From an optimization exercise on the open Yosys and OpenROAD flow, aimed at small area, a short achievable clock period and few clock cycles per item; shortcuts taken in it are not production practice. Where RTL was checked, it was by simulation tests only, not by an equivalence proof against the original. Power figures rest on the tool's default switching activity, not on a simulated workload.

## mmu_top
module mmu_top (
  input  logic        clk_i,
  input  logic        rst_ni,
  input  logic        enable_translation_i,
  input  logic        flush_tlb_i,
  input  logic [43:0] satp_ppn_i,
  input  logic [1:0]  priv_lvl_i,
  input  logic [1:0]  ld_st_priv_lvl_i,
  input  logic        sum_i,
  input  logic        fetch_req_i,
  input  logic [38:0] fetch_vaddr_i,
  output logic        fetch_valid_o,
  output logic [55:0] fetch_paddr_o,
  output logic [68:0] fetch_exc_o,
  input  logic        lsu_req_i,
  input  logic        lsu_is_store_i,
  input  logic [38:0] lsu_vaddr_i,
  output logic        lsu_dtlb_hit_o,
  output logic [43:0] lsu_dtlb_ppn_o,
  output logic        lsu_valid_o,
  output logic [55:0] lsu_paddr_o,
  output logic [68:0] lsu_exc_o,
  output logic        mem_req_o,
  output logic [55:0] mem_addr_o,
  input  logic        mem_rvalid_i,
  input  logic [63:0] mem_rdata_i
);
For scale: about 84 flip-flops, about 550 I/O pins, about 7700 um2 of cells after synthesis.
export LEC_CHECK = 0
export ABC_AREA = 1
export CAP_MARGIN = 20
export CORE_AREA = 2 2 193 193
export CTS_BUF_LIST = sky130_fd_sc_hd__clkbuf_8
export DIE_AREA = 0 0 195 195
export SETUP_SLACK_MARGIN = 3.6
export SLEW_MARGIN = 20
export TNS_END_PERCENT = 5
create_clock -name core_clock -period 8.5 [get_ports {clk_i}]
standard.sh (not shown) runs the stock make flow with config.mk's settings and CLKGATE_MAP_FILE= SYNTH_SCRIPT=/design/flow/synth_recipe.tcl, a recipe that flattens the netlist after the stock synthesis.
==> flow/flow/run.sh <==
#!/bin/bash
# The standard layout, with the port buffers made from the smallest
# buffer cell instead of the delay cell buffer_ports picks by default, and
# the constant outputs left on synthesis's shared tie cells.
set -euo pipefail
export BUFFER_PORTS_ARGS="-buffer_cell sky130_fd_sc_hd__buf_1"
export SKIP_REPAIR_TIE_FANOUT=1
bash standard.sh finish > standard_flow.log 2>&1
Testbench counts at the start, summed over its fixed seeds: cycles 85,496, items 23,040.
Edit:
CORE_AREA = 2 2 188 188   (was 2 2 193 193)
DIE_AREA = 0 0 190 190   (was 0 0 195 195)
PLACE_DENSITY = 0.4   (was default)
The new run completed without violations; die area went down by 5.1%; design area went up by 0.67%; final cell count went down by about 0.5%; power went up by 0.99%; maximum frequency went up by 1.7%; global-route usage barely changes; clock-buffer cell count went down by 1; routed wire length went down by 4.4%.
Edit:
CORE_AREA = 2 2 193 193   (was 2 2 188 188)
DIE_AREA = 0 0 195 195   (was 0 0 190 190)
PLACE_DENSITY = default   (was 0.4)
SETUP_SLACK_MARGIN = 4.2   (was 3.6)
Effect: The changed run completed without violations. Hold slack stays flat. Count of clock-buffer cells in the layout rose by 1. Non-clock buffer count went up by 21. Via count rises by 7.5%.
Edit:
ABC_AREA = default   (was 1)
ABC_CLOCK_PERIOD_IN_PS = 2000   (was default)
What happened: Final area drops by 6.2%. Critical path depth went down by 5. Via count goes down by 21%. Synthesized cell count came out lower by 28%. Total power went up by 6.0%. Die area is unchanged. Synthesized area went down by 3.3%. Worst setup slack loses 0.39 ns. Global-route usage goes down by 2.0 points. Clock skew climbs by 0.0060 ns. Hold slack improved by 0.016 ns.

========
Starting RTL as in the previous note.
==> flow/config.mk <==
export PLATFORM = sky130hd
export DESIGN_NAME = mmu_top
export DESIGN_NICKNAME = mmu_top
export VERILOG_FILES = /design/flow/design.v
export SDC_FILE = /design/flow/constraint.sdc
export NUM_CORES = 4
export LEC_CHECK = 0
export CAP_MARGIN = 20
export CORE_AREA = 2 2 193 193
export CTS_BUF_LIST = sky130_fd_sc_hd__clkbuf_8
export DIE_AREA = 0 0 195 195
export SETUP_SLACK_MARGIN = 3.4
export SLEW_MARGIN = 20
==> flow/constraint.sdc <==
create_clock -name core_clock -period 8.5 [get_ports {clk_i}]
set_input_delay 1.7000 -clock core_clock [delete_from_list [all_inputs] [get_ports {clk_i}]]
set_output_delay 1.7000 -clock core_clock [all_outputs]
set_load 0.01 [all_outputs]
==> flow/flow/run.sh <==
#!/bin/bash
# The standard layout, with the port buffers made from the smallest
# buffer cell instead of the delay cell buffer_ports picks by default.
set -euo pipefail
export BUFFER_PORTS_ARGS="-buffer_cell sky130_fd_sc_hd__buf_1"
bash standard.sh finish > standard_flow.log 2>&1
Testbench counts at the start, summed over its fixed seeds: cycles 85,496, items 23,040.
==> next run, changes <==
SETUP_SLACK_MARGIN = 3.8   (was 3.4)
Outcome: Total power drops slightly; setup slack improved by 62 ps; count of clock-buffer cells in the layout stays the same; clock skew climbs by 8.4 ps; routed wire length climbs by a little under a tenth; synthesized area does not change; register-to-register slack got worse by 810 ps; sequential power is about the same; clock power drops by roughly a tenth; die area stays the same.
==> next run, changes <==
--- a/flow/flow/run.sh
+++ b/flow/flow/run.sh
@@ -3 +3,2 @@
-# buffer cell instead of the delay cell buffer_ports picks by default.
+# buffer cell instead of the delay cell buffer_ports picks by default, and
+# the constant outputs left on synthesis's shared tie cells.
@@ -5,0 +7 @@
+export SKIP_REPAIR_TIE_FANOUT=1
ABC_AREA = 1   (was not set)
CORE_AREA = 2 2 188 188   (was 2 2 193 193)
DIE_AREA = 0 0 190 190   (was 0 0 195 195)
SETUP_SLACK_MARGIN = 3.5   (was 3.8)
TNS_END_PERCENT = 5   (was not set)
Outcome: Power drops by 13%. Hold slack degrades by 16 ps. Non-clock buffer count drops by 55. Worst setup slack improves by 190 ps. Routed wire length drops by about 8%. Count of clock-buffer cells in the layout does not change.
==> next run, changes <==
==> flow/flow/run.sh (replaced) <==
#!/bin/bash
# The standard layout, with the port buffers made from the smallest
# buffer cell instead of the delay cell buffer_ports picks by default.
set -euo pipefail
export BUFFER_PORTS_ARGS="-buffer_cell sky130_fd_sc_hd__buf_1"
bash standard.sh finish > standard_flow.log 2>&1
ABC_AREA = not set   (was 1)
CORE_AREA = 2 2 193 193   (was 2 2 188 188)
DIE_AREA = 0 0 195 195   (was 0 0 190 190)
SETUP_SLACK_MARGIN = 4.2   (was 3.5)
The changed run went through all stages and came out clean.
Cell area rose by a few percent.
Hold slack gains 16 ps.
Register-to-register slack gets worse by 400 ps.
First-iteration DRC count fell by a quarter to a third.
Synthesized area decreases by a few percent.
Clock skew stays flat.
Core utilization shrinks by 0.12 points.
Via count goes down by about a fifth.
Maximum frequency goes down by a few percent.
Worst setup slack degrades by 280 ps.
Sequential share of layout area goes down by 0.88 points.

========
mmu_top again, from the RTL that the note above started with.
clock: 8.5 ns
lec_check: 0
abc_area: 1
cap_margin: 20
core_area: 2 2 188 188
cts_buf_list: sky130_fd_sc_hd__clkbuf_16
cts_cluster_diameter: 150
cts_cluster_size: 30
die_area: 0 0 190 190
setup_slack_margin: 3.6
slew_margin: 20
tns_end_percent: 5
==> flow/flow/run.sh <==
#!/bin/bash
# The standard layout, with the port buffers made from the smallest
# buffer cell instead of the delay cell buffer_ports picks by default, and
# the constant outputs left on synthesis's shared tie cells.
set -euo pipefail
export BUFFER_PORTS_ARGS="-buffer_cell sky130_fd_sc_hd__buf_1"
export SKIP_REPAIR_TIE_FANOUT=1
bash standard.sh finish > standard_flow.log 2>&1
Testbench counts at the start, summed over its fixed seeds: cycles 85,496, items 23,040.
==> next run, changes <==
==> flow/flow/run.sh (replaced) <==
#!/bin/bash
# The standard layout, with the port buffers made from the smallest
# buffer cell instead of the delay cell buffer_ports picks by default.
set -euo pipefail
export BUFFER_PORTS_ARGS="-buffer_cell sky130_fd_sc_hd__buf_1"
bash standard.sh finish > standard_flow.log 2>&1
==> flow/config.mk (replaced) <==
export PLATFORM = sky130hd
export DESIGN_NAME = mmu_top
export DESIGN_NICKNAME = mmu_top
export VERILOG_FILES = /design/flow/design.v
export SDC_FILE = /design/flow/constraint.sdc
export NUM_CORES = 4
export LEC_CHECK = 0
export CAP_MARGIN = 20
export CORE_AREA = 2 2 193 193
export CTS_BUF_LIST = sky130_fd_sc_hd__clkbuf_8
export DIE_AREA = 0 0 195 195
export SETUP_SLACK_MARGIN = 3.6
export SLEW_MARGIN = 20
export TNS_END_PERCENT = 10
Result: Power came out higher by 3.9%; hold slack improved by 17 ps; core utilization grows by 0.11 points.
==> next run, changes <==
--- a/flow/flow/run.sh
+++ b/flow/flow/run.sh
@@ -3 +3,2 @@
-# buffer cell instead of the delay cell buffer_ports picks by default.
+# buffer cell instead of the delay cell buffer_ports picks by default, and
+# the constant outputs left on synthesis's shared tie cells.
@@ -5,0 +7 @@
+export SKIP_REPAIR_TIE_FANOUT=1
--- a/flow/config.mk
+++ b/flow/config.mk
@@ -7,0 +8 @@
+export ABC_AREA = 1
@@ -9 +10 @@
-export CORE_AREA = 2 2 193 193
+export CORE_AREA = 2 2 188 188
@@ -11,2 +12,2 @@
-export DIE_AREA = 0 0 195 195
-export SETUP_SLACK_MARGIN = 3.6
+export DIE_AREA = 0 0 190 190
+export SETUP_SLACK_MARGIN = 3.7
@@ -14 +15 @@
-export TNS_END_PERCENT = 10
+export TNS_END_PERCENT = 5
Maximum frequency rises by 7.4%.
Setup slack improved by 350 ps.
First-iteration DRC count rises by 96%.
Clock-buffer cell count is unchanged.
Routed wire length rises by 0.55%.
Synthesized cell count rises by 39%.
Utilization rises by 0.11 points.
Worst hold slack got worse by 15 ps.
Die area falls by 5.1%.
Sequential power falls by about 3%.
Total power falls by 12%.
==> next run, changes <==
--- a/flow/config.mk
+++ b/flow/config.mk
@@ -8 +7,0 @@
-export ABC_AREA = 1
@@ -10 +9 @@
-export CORE_AREA = 2 2 188 188
+export CORE_AREA = 2 2 193 193
@@ -12,2 +11,2 @@
-export DIE_AREA = 0 0 190 190
-export SETUP_SLACK_MARGIN = 3.7
+export DIE_AREA = 0 0 195 195
+export SETUP_SLACK_MARGIN = 4.2
=>
- setup slack loses 280 ps
- synthesized area shrinks by 3.3%
- cell area grows by 0.94%
- utilization shrinks by 0.78 points
- first-iteration DRC count shrinks by 38%
- wire length shrinks by 2.3%
- clock power grows by 24%

========
## exp/ember
Starting RTL as in the previous note.
Settings: LEC_CHECK=0, ABC_AREA=1, CAP_MARGIN=20, CORE_AREA=2 2 188 188, CTS_BUF_LIST=sky130_fd_sc_hd__clkbuf_8, DIE_AREA=0 0 190 190, PLACE_DENSITY=0.85, SETUP_SLACK_MARGIN=3.6, SLEW_MARGIN=20, TNS_END_PERCENT=5; clock period 8.5 ns.
==> flow/flow/run.sh <==
#!/bin/bash
# The standard layout, with the port buffers made from the smallest
# buffer cell instead of the delay cell buffer_ports picks by default, and
# the constant outputs left on synthesis's shared tie cells.
set -euo pipefail
export BUFFER_PORTS_ARGS="-buffer_cell sky130_fd_sc_hd__buf_1"
export SKIP_REPAIR_TIE_FANOUT=1
bash standard.sh finish > standard_flow.log 2>&1
Testbench counts of exp/ember, summed over its fixed seeds: cycles 85,496, items 23,040.
What exp/umber does differently from exp/ember at the input level:
- a deleted PLACE_DENSITY that had been 0.85
## What came out
- The higher part of the power in combinational logic of exp/umber and exp/ember is in exp/umber.
- The leakage component of the power on exp/umber is in line with that on exp/ember.
- A start point of the critical path of enable_translation_i is what exp/ember shows, while lsu_vaddr_i[35] belongs to exp/umber.
- Looking at exp/umber and exp/ember, the multi-input logic area is a wash.
#### Input delta (exp/harbor over exp/umber)
- changing SETUP_SLACK_MARGIN from 3.6 to 3.3
- changing CORE_AREA from 2 2 188 188 to 2 2 193 193
- changing DIE_AREA from 0 0 190 190 to 0 0 195 195
Findings:
- For exp/umber, the uppermost signal routing layer after detailed routing was met4, unlike exp/harbor, where it was met5.
- Between exp/umber and exp/harbor, the flow reports leakage power summed over all cells decreasing by a few percent.
- Row critical path depth: exp/harbor lower / exp/umber higher
- Diff exp/umber -> exp/harbor: maximum frequency from static timing analysis lower, die area higher.
Edits applied to the flow inputs when going from exp/harbor to exp/willow:
- a change of SETUP_SLACK_MARGIN from 3.3 to 4.6
## What came out
- Going from exp/harbor to exp/willow, number of non-clock inverters grew slightly.
- Total design power of exp/willow exceeds that of exp/harbor by more than 10%.
- Time the worst path needs with I/O delays and setup: exp/willow vs exp/harbor down 460 ps
- exp/willow has completed all stages; timing, DRC and antenna checks passed.

========
Another version of the RTL of mmu_top (not shown whole).
Size in the first run: ~84 flip-flops, ~550 I/O pins.
clock: 8.5 ns
lec_check: 0
cap_margin: 20
core_area: 2 2 193 193
die_area: 0 0 195 195
setup_slack_margin: 2.5
slew_margin: 20
==> flow/flow/run.sh <==
#!/bin/bash
# The standard layout, with the port buffers made from the smallest
# buffer cell instead of the delay cell buffer_ports picks by default.
set -euo pipefail
export BUFFER_PORTS_ARGS="-buffer_cell sky130_fd_sc_hd__buf_1"
bash standard.sh finish > standard_flow.log 2>&1
The first run ran to the end with no violations.
Then changed:
- SETUP_SLACK_MARGIN: 2.5 -> default
Effect: The new run went through all stages and came out clean; core utilization is higher by 0.12 points; sequential share of layout area is lower by 0.12 points; setup slack degrades by 0.097 ns; combinational power is lower by about 2%; cell area is higher by 0.46%; via count is higher by 1.1%; critical path depth stays the same; die area stays the same; clock power is higher by 16%.
Function was not checked in any run of this note: the RTL went through the layout flow alone.

========
mmu_top with an RTL version that a note above also has.
Size: ~84 flip-flops.
==> flow/design.v (excerpt) <==
module mmu_top (
  input  logic        clk_i,
  input  logic        rst_ni,
  input  logic        enable_translation_i,
  input  logic        flush_tlb_i,
  input  logic [43:0] satp_ppn_i,
  input  logic [1:0]  priv_lvl_i,
  input  logic [1:0]  ld_st_priv_lvl_i,
  input  logic        sum_i,
  input  logic        fetch_req_i,
  input  logic [38:0] fetch_vaddr_i,
  output logic        fetch_valid_o,
  output logic [55:0] fetch_paddr_o,
  output logic [68:0] fetch_exc_o,
  input  logic        lsu_req_i,
  input  logic        lsu_is_store_i,
  input  logic [38:0] lsu_vaddr_i,
  output logic        lsu_dtlb_hit_o,
  output logic [43:0] lsu_dtlb_ppn_o,
  output logic        lsu_valid_o,
  output logic [55:0] lsu_paddr_o,
  output logic [68:0] lsu_exc_o,
  output logic        mem_req_o,
  output logic [55:0] mem_addr_o,
  input  logic        mem_rvalid_i,
  input  logic [63:0] mem_rdata_i
);
  logic en;
  assign en = enable_translation_i;
  logic        t_v, t_id, t_k1, t_k0, t_fok, t_lok, t_sok;
  logic [26:0] t_vpn;
  logic [43:0] t_ppn;
  logic [26:0] f_vpn, l_vpn;
  logic        f_hit, l_hit;
  assign f_vpn = fetch_vaddr_i[38:12];
  assign l_vpn = lsu_vaddr_i[38:12];
  assign f_hit = t_v && (t_vpn[26:18] == f_vpn[26:18])
                 && (t_k1 || (t_vpn[17:9] == f_vpn[17:9]))
                 && (t_k0 || (t_vpn[8:0] == f_vpn[8:0]));
  assign l_hit = t_v && (t_vpn[26:18] == l_vpn[26:18])
                 && (t_k1 || (t_vpn[17:9] == l_vpn[17:9]))
                 && (t_k0 || (t_vpn[8:0] == l_vpn[8:0]));
  logic        busy_q;    
  logic        own_q;     
  logic [1:0]  lvl_q;     
  logic        arr, leaf, fault, done, cont, free;
  logic [38:0] w_va;
  ...
Settings: LEC_CHECK=0, ABC_AREA=1, CAP_MARGIN=20, CORE_AREA=2 2 188 188, CTS_BUF_LIST=sky130_fd_sc_hd__clkbuf_8, DIE_AREA=0 0 190 190, GPL_ROUTABILITY_DRIVEN=0, SETUP_SLACK_MARGIN=3.6, SLEW_MARGIN=20, TNS_END_PERCENT=5; clock period 8.5 ns.
==> flow/flow/run.sh <==
#!/bin/bash
# The standard layout, with the port buffers made from the smallest
# buffer cell instead of the delay cell buffer_ports picks by default, and
# the constant outputs left on synthesis's shared tie cells.
set -euo pipefail
export BUFFER_PORTS_ARGS="-buffer_cell sky130_fd_sc_hd__buf_1"
export SKIP_REPAIR_TIE_FANOUT=1
bash standard.sh finish > standard_flow.log 2>&1
Testbench counts at the start, summed over its fixed seeds: cycles 85,496, items 23,040.
Next try:
--- a/flow/config.mk
+++ b/flow/config.mk
@@ -8,8 +8,9 @@
 export ABC_AREA = 1
 export CAP_MARGIN = 20
+export CELL_PAD_IN_SITES_DETAIL_PLACEMENT = 0
+export CELL_PAD_IN_SITES_GLOBAL_PLACEMENT = 0
 export CORE_AREA = 2 2 188 188
 export CTS_BUF_LIST = sky130_fd_sc_hd__clkbuf_8
 export DIE_AREA = 0 0 190 190
-export GPL_ROUTABILITY_DRIVEN = 0
 export SETUP_SLACK_MARGIN = 3.6
 export SLEW_MARGIN = 20
What happened: Design area hardly moves; wire length went down by 2.3%; combinational power hardly moves; non-clock buffer count goes up by 3; setup slack improves by 0.043 ns; global-route usage falls by 0.31 points; core utilization is about the same; area after synthesis stays the same; count of clock-buffer cells in the layout is unchanged.

[afterwards: timing with drivers on the ports]
How much do the figures lean on ideal ports? The routed layouts below were timed once more, with nothing changed but the port constraints.
Step 1 (the two cells are an assumption about what drives the block):
set clk [get_ports {clk_i}]
set_driving_cell -lib_cell sky130_fd_sc_hd__clkbuf_16 $clk
set_driving_cell -lib_cell sky130_fd_sc_hd__buf_2 [delete_from_list [all_inputs] $clk]
Step 2 also shifts input and output timing later by t, the mid clock arrival at the registers, as if the neighbouring blocks saw the same clock.
Slacks: no drivers / after step 1 / after step 2; pairs: no drivers / after step 1.
run | shift t [ns] | setup WS [ns] | worst setup path after step 2 | pins driven straight from the clock port
the first run of note 1 | 0.431 | 3.584 / 3.535 / 3.535 | input to output | 1
the second run of note 1 | 0.410 | 3.668 / 3.646 / 3.646 | input to output | 1
the third run of note 1 | 0.427 | 3.806 / 3.768 / 3.768 | input to output | 1
the fourth run of note 1 | 0.454 | 3.414 / 3.368 / 3.368 | input to output | 1
the first run of note 2 | 0.443 | 3.359 / 3.336 / 3.336 | input to output | 1
the second run of note 2 | 0.457 | 3.421 / 3.380 / 3.142 | input to register | 1
the third run of note 2 | 0.416 | 3.615 / 3.562 / 3.562 | input to output | 1
the fourth run of note 2 | 0.456 | 3.334 / 3.286 / 3.286 | input to output | 1
the first run of note 3 | 0.399 | 3.674 / 3.644 / 3.644 | input to output | 1
the second run of note 3 | 0.442 | 3.342 / 3.319 / 3.319 | input to output | 1
the third run of note 3 | 0.418 | 3.697 / 3.643 / 3.643 | input to output | 1
the fourth run of note 3 | 0.454 | 3.414 / 3.368 / 3.368 | input to output | 1
exp/ember | 0.432 | 3.555 / 3.533 / 3.533 | input to output | 1
exp/umber | 0.418 | 3.683 / 3.653 / 3.653 | input to output | 1
exp/harbor | 0.433 | 3.398 / 3.373 / 3.373 | input to output | 1
exp/willow | 0.427 | 3.853 / 3.810 / 3.443 | input to register | 1
the first run of note 5 | 0.397 | 2.699 / 2.606 / 2.606 | input to output | 1
the second run of note 5 | 0.400 | 2.602 / 2.578 / 2.578 | input to output | 1
the first run of note 6 | 0.416 | 3.640 / 3.617 / 3.617 | input to output | 1
the second run of note 6 | 0.418 | 3.683 / 3.653 / 3.653 | input to output | 1
After both steps every run listed still meets setup and hold. For exp/willow, which loses most, drivers alone change the setup slack by -0.043 ns; drivers and shift together by -0.410 ns.
